From an optimization exercise on the open Yosys and OpenROAD flow, aimed at small area, a short achievable clock period and few clock cycles per item; shortcuts taken in it are not production practice. The RTL was checked by simulation tests, not by an equivalence proof against the original design. No activity file was given, so power comes from the tool's default toggle rates.

==> flow/design.v <==
package map_ctrl_pkg;
    localparam int unsigned SLOTS    = 144;
    localparam int unsigned CARD_W   = 6;
    localparam int unsigned VB_START = 480;
    localparam logic [1:0] OP_WRITE     = 2'b00;
    localparam logic [1:0] OP_CLEAR     = 2'b01;
    localparam logic [1:0] OP_TOGGLE    = 2'b10;
    localparam logic [1:0] OP_DESEL_ALL = 2'b11;
    localparam logic [CARD_W-1:0] CARD_EMPTY = '0;
    localparam logic GNT_LOC = 1'b0;
    localparam logic GNT_REM = 1'b1;
    typedef enum logic [1:0] {
        StIdle,
        StExec,
        StAck,
        StCommit
    } state_e;
endpackage
module rr_arbiter2 (
    input  logic [1:0] req,
    input  logic       last_grant,
    output logic [1:0] grant
);
    always_comb begin
        grant = req;
        if (req == 2'b11) begin
            grant = last_grant ? 2'b01 : 2'b10;
        end
    end
endmodule
module map_update_ctrl
(
    input  logic                    clk,
    input  logic                    rst,
    input  logic [9:0]              v_cnt,
    input  logic                    loc_req,
    input  logic [1:0]              loc_op,
    input  logic [7:0]              loc_pos,
    input  logic [map_ctrl_pkg::CARD_W-1:0]       loc_card,
    output logic                    loc_ack,
    input  logic                    rem_req,
    input  logic [1:0]              rem_op,
    input  logic [7:0]              rem_pos,
    input  logic [map_ctrl_pkg::CARD_W-1:0]       rem_card,
    output logic                    rem_ack,
    output logic                    err,
    output logic                    busy,
    output logic [map_ctrl_pkg::SLOTS*map_ctrl_pkg::CARD_W-1:0] map,
    output logic [map_ctrl_pkg::SLOTS-1:0] sel_card
);
    localparam int unsigned SLOTS  = map_ctrl_pkg::SLOTS;
    localparam int unsigned CARD_W = map_ctrl_pkg::CARD_W;
    localparam int unsigned VB_START = map_ctrl_pkg::VB_START;
    localparam logic [1:0] OP_WRITE     = map_ctrl_pkg::OP_WRITE;
    localparam logic [1:0] OP_CLEAR     = map_ctrl_pkg::OP_CLEAR;
    localparam logic [1:0] OP_TOGGLE    = map_ctrl_pkg::OP_TOGGLE;
    localparam logic [1:0] OP_DESEL_ALL = map_ctrl_pkg::OP_DESEL_ALL;
    localparam logic GNT_LOC = map_ctrl_pkg::GNT_LOC;
    localparam logic GNT_REM = map_ctrl_pkg::GNT_REM;
    localparam int unsigned ROWS = (SLOTS + 15) / 16;    
    logic            last_grant;    
    logic            vb_q;
    logic            pub_q;         
    logic            rst_q;         
    logic [ROWS-1:0] row_card_q;    
    logic [ROWS-1:0] row_sel_q;     
    logic [15:0]     col_q;         
    logic [CARD_W-1:0] card_q;      
    logic            tog_q;         
    logic            desel_q;       
    logic [SLOTS*CARD_W-1:0] shadow_map;
    logic [SLOTS-1:0]        shadow_sel;
    logic [1:0] elig, grant;
    logic       g_rem, g_any;
    logic [1:0] op_s;
    logic [7:0] pos_s;
    logic [CARD_W-1:0] card_s;
    logic       in_range, vb, vb_rise;
    assign elig = {rem_req & ~rem_ack, loc_req & ~loc_ack};
    rr_arbiter2 u_arb (
        .req        (elig),
        .last_grant (last_grant),
        .grant      (grant)
    );
    assign g_rem   = grant[1];
    assign g_any   = |grant;
    assign op_s    = g_rem ? rem_op   : loc_op;
    assign pos_s   = g_rem ? rem_pos  : loc_pos;
    assign card_s  = g_rem ? rem_card : loc_card;
    assign in_range = (pos_s < 8'(SLOTS));
    assign vb      = (v_cnt >= 10'(VB_START));
    assign vb_rise = vb & ~vb_q;
    always_ff @(posedge clk or posedge rst) begin
        if (rst) begin
            loc_ack    <= 1'b0;
            rem_ack    <= 1'b0;
            busy       <= 1'b0;
            last_grant <= GNT_REM;
            vb_q       <= 1'b0;
            pub_q      <= 1'b1;
            rst_q      <= 1'b1;
        end else begin
            loc_ack <= grant[0];
            rem_ack <= grant[1];
            busy    <= loc_req | rem_req | vb_rise;
            if (g_any) last_grant <= g_rem;
            vb_q    <= vb;
            pub_q   <= vb_rise;
            rst_q   <= 1'b0;
        end
    end
    always_ff @(posedge clk) begin
        err     <= ~in_range & (op_s != OP_DESEL_ALL);
        for (int r = 0; r < int'(ROWS); r++) begin
            row_card_q[r] <= g_any & in_range & (pos_s[7:4] == 4'(r)) &
                             ((op_s == OP_WRITE) | (op_s == OP_CLEAR));
            row_sel_q[r]  <= g_any & in_range & (pos_s[7:4] == 4'(r)) &
                             ((op_s == OP_TOGGLE) | (op_s == OP_CLEAR));
        end
        for (int c = 0; c < 16; c++) col_q[c] <= (pos_s[3:0] == 4'(c));
        card_q  <= (op_s == OP_WRITE) ? card_s : '0;
        tog_q   <= (op_s == OP_TOGGLE);
        desel_q <= g_any & (op_s == OP_DESEL_ALL);
    end
    logic [ROWS-1:0]   row_card_w;
    logic [15:0]       col_w;
    logic [CARD_W-1:0] card_w;
    logic              sel_clr_all;
    assign row_card_w  = row_card_q | {ROWS{rst_q}};
    assign col_w       = col_q | {16{rst_q}};
    assign card_w      = card_q & {CARD_W{~rst_q}};
    assign sel_clr_all = rst_q | desel_q;
    for (genvar s = 0; s < int'(SLOTS); s++) begin : g_slot
        logic wr_card, hit_sel;
        assign wr_card = row_card_w[s / 16] & col_w[s % 16];
        assign hit_sel = row_sel_q[s / 16] & col_q[s % 16];
        always_ff @(posedge clk) begin
            if (wr_card) shadow_map[s*CARD_W +: CARD_W] <= card_w;
            if (sel_clr_all)  shadow_sel[s] <= 1'b0;
            else if (hit_sel) shadow_sel[s] <= tog_q & ~shadow_sel[s];
            if (pub_q) begin
                map[s*CARD_W +: CARD_W] <= shadow_map[s*CARD_W +: CARD_W];
                sel_card[s]             <= shadow_sel[s];
            end
        end
    end
endmodule
clock: 5.5 ns
lec_check: 0
cap_margin: 20
core_margin: 2
core_utilization: 40
slew_margin: 20
run.sh (not shown) runs the stock make flow with config.mk's settings and CLKGATE_MAP_FILE= SYNTH_SCRIPT=/design/flow/synth_recipe.tcl, a recipe that flattens the netlist after the stock synthesis.
Testbench counts at the start, summed over its fixed seeds: cycles 4,808, edits 4,800.
==> next run, changes <==
==> flow/flow/run.sh (new file) <==
#!/bin/bash
# Standard layout with: buf_1 port buffers, no CTS dummy loads, larger CTS sink clusters,
# and stronger timing-driven net weights in global placement.
export BUFFER_PORTS_ARGS="-buffer_cell sky130_fd_sc_hd__buf_1"
export CTS_ARGS="-sink_clustering_enable -repair_clock_nets -dont_use_dummy_load -sink_clustering_size 24 -sink_clustering_max_diameter 60"
export GLOBAL_PLACEMENT_ARGS="-timing_driven_net_weight_max 8 -timing_driven_nets_percentage 35"
bash standard.sh > standard.log 2>&1
==> flow/standard.sh (new file) <==
#!/bin/bash
# synth_recipe.tcl (not shown) runs the flow's synth.tcl, then flattens the netlist and writes it again
# the make line also repeats each setting of config.mk as NAME=value (left out here)
make -C /OpenROAD-flow-scripts/flow DESIGN_CONFIG=/design/flow/config.mk WORK_HOME=/design/flow/orfs CLKGATE_MAP_FILE= SYNTH_SCRIPT=/design/flow/synth_recipe.tcl "${@:-finish}"
CORE_UTILIZATION = 75   (was 40)
PLACE_DENSITY_LB_ADDON = 0.1   (was not set)
SETUP_SLACK_MARGIN = 3.1   (was not set)
removed: flow/run.sh
=>
- The new run passed the timing, design-rule and antenna checks
- area after synthesis stays the same
- setup slack improved by 0.53 ns
- wire length climbs by 11%
==> next run, changes <==
==> flow/flow/run.sh (replaced) <==
#!/bin/bash
# Standard layout with: buf_1 port buffers, no CTS dummy loads, and stronger timing-driven
# net weights in global placement.
export BUFFER_PORTS_ARGS="-buffer_cell sky130_fd_sc_hd__buf_1"
export CTS_ARGS="-sink_clustering_enable -repair_clock_nets -dont_use_dummy_load"
export GLOBAL_PLACEMENT_ARGS="-timing_driven_net_weight_max 8 -timing_driven_nets_percentage 35"
bash standard.sh > standard.log 2>&1
CORE_UTILIZATION = 65   (was 75)
PLACE_DENSITY_LB_ADDON = 0.15   (was 0.1)
After rerunning: Cell area climbs by 5.5%; wire length drops by 12%; synthesized cell count stays the same.
==> next run, changes <==
==> flow/run.sh (new file) <==
#!/bin/bash
# synth_recipe.tcl (not shown) runs the flow's synth.tcl, then flattens the netlist and writes it again
# the make line also repeats each setting of config.mk as NAME=value (left out here)
make -C /OpenROAD-flow-scripts/flow DESIGN_CONFIG=/design/flow/config.mk WORK_HOME=/design/flow/orfs CLKGATE_MAP_FILE= SYNTH_SCRIPT=/design/flow/synth_recipe.tcl finish
CORE_UTILIZATION = 40   (was 65)
PLACE_DENSITY_LB_ADDON = not set   (was 0.15)
removed: flow/flow/run.sh
removed: flow/standard.sh
Outcome:
- first-iteration DRC count falls by a quarter to a third
- final cell count came out higher by about a fifth
- non-clock buffer count is higher by 33
- register-to-register slack is about the same
- clock power is higher by about a fifth
- synthesized area is unchanged
- total power rises by a few percent
- global-route usage falls by 12 points
- synthesized cell count does not change
- combinational power increases by a few percent
- die area went up by well over a third

what the ideal ports hide:
In the flow no input, the clock included, has a driving cell. The finished layouts below were timed again as built, in two steps.
Step 1 (the two cells are an assumption about what drives the block):
set clk [get_ports {clk}]
set_driving_cell -lib_cell sky130_fd_sc_hd__clkbuf_16 $clk
set_driving_cell -lib_cell sky130_fd_sc_hd__buf_2 [delete_from_list [all_inputs] $clk]
Step 2, shift: input delay + t, output delay - t, t = (earliest + latest rising clock arrival at the registers) / 2. This alone moves slack from input paths to output paths.
Slacks: no drivers / after step 1 / after step 2; pairs: no drivers / after step 1.
| run | t, ns | slack for setup (ns) | worst setup path at the end |
|---|---|---|---|
| the first run | 0.903 | 2.411 / 2.329 / 1.792 | input to register |
| the second run | 0.747 | 2.939 / 2.866 / 2.396 | input to register |
| the third run | 0.828 | 2.961 / 2.880 / 2.425 | input to register |
| the fourth run | 0.881 | 2.871 / 2.792 / 2.613 | input to register |
After both steps setup and hold are still met in every run listed. For the first run, which loses most, drivers alone change the setup slack by -0.082 ns; drivers and shift together by -0.619 ns.
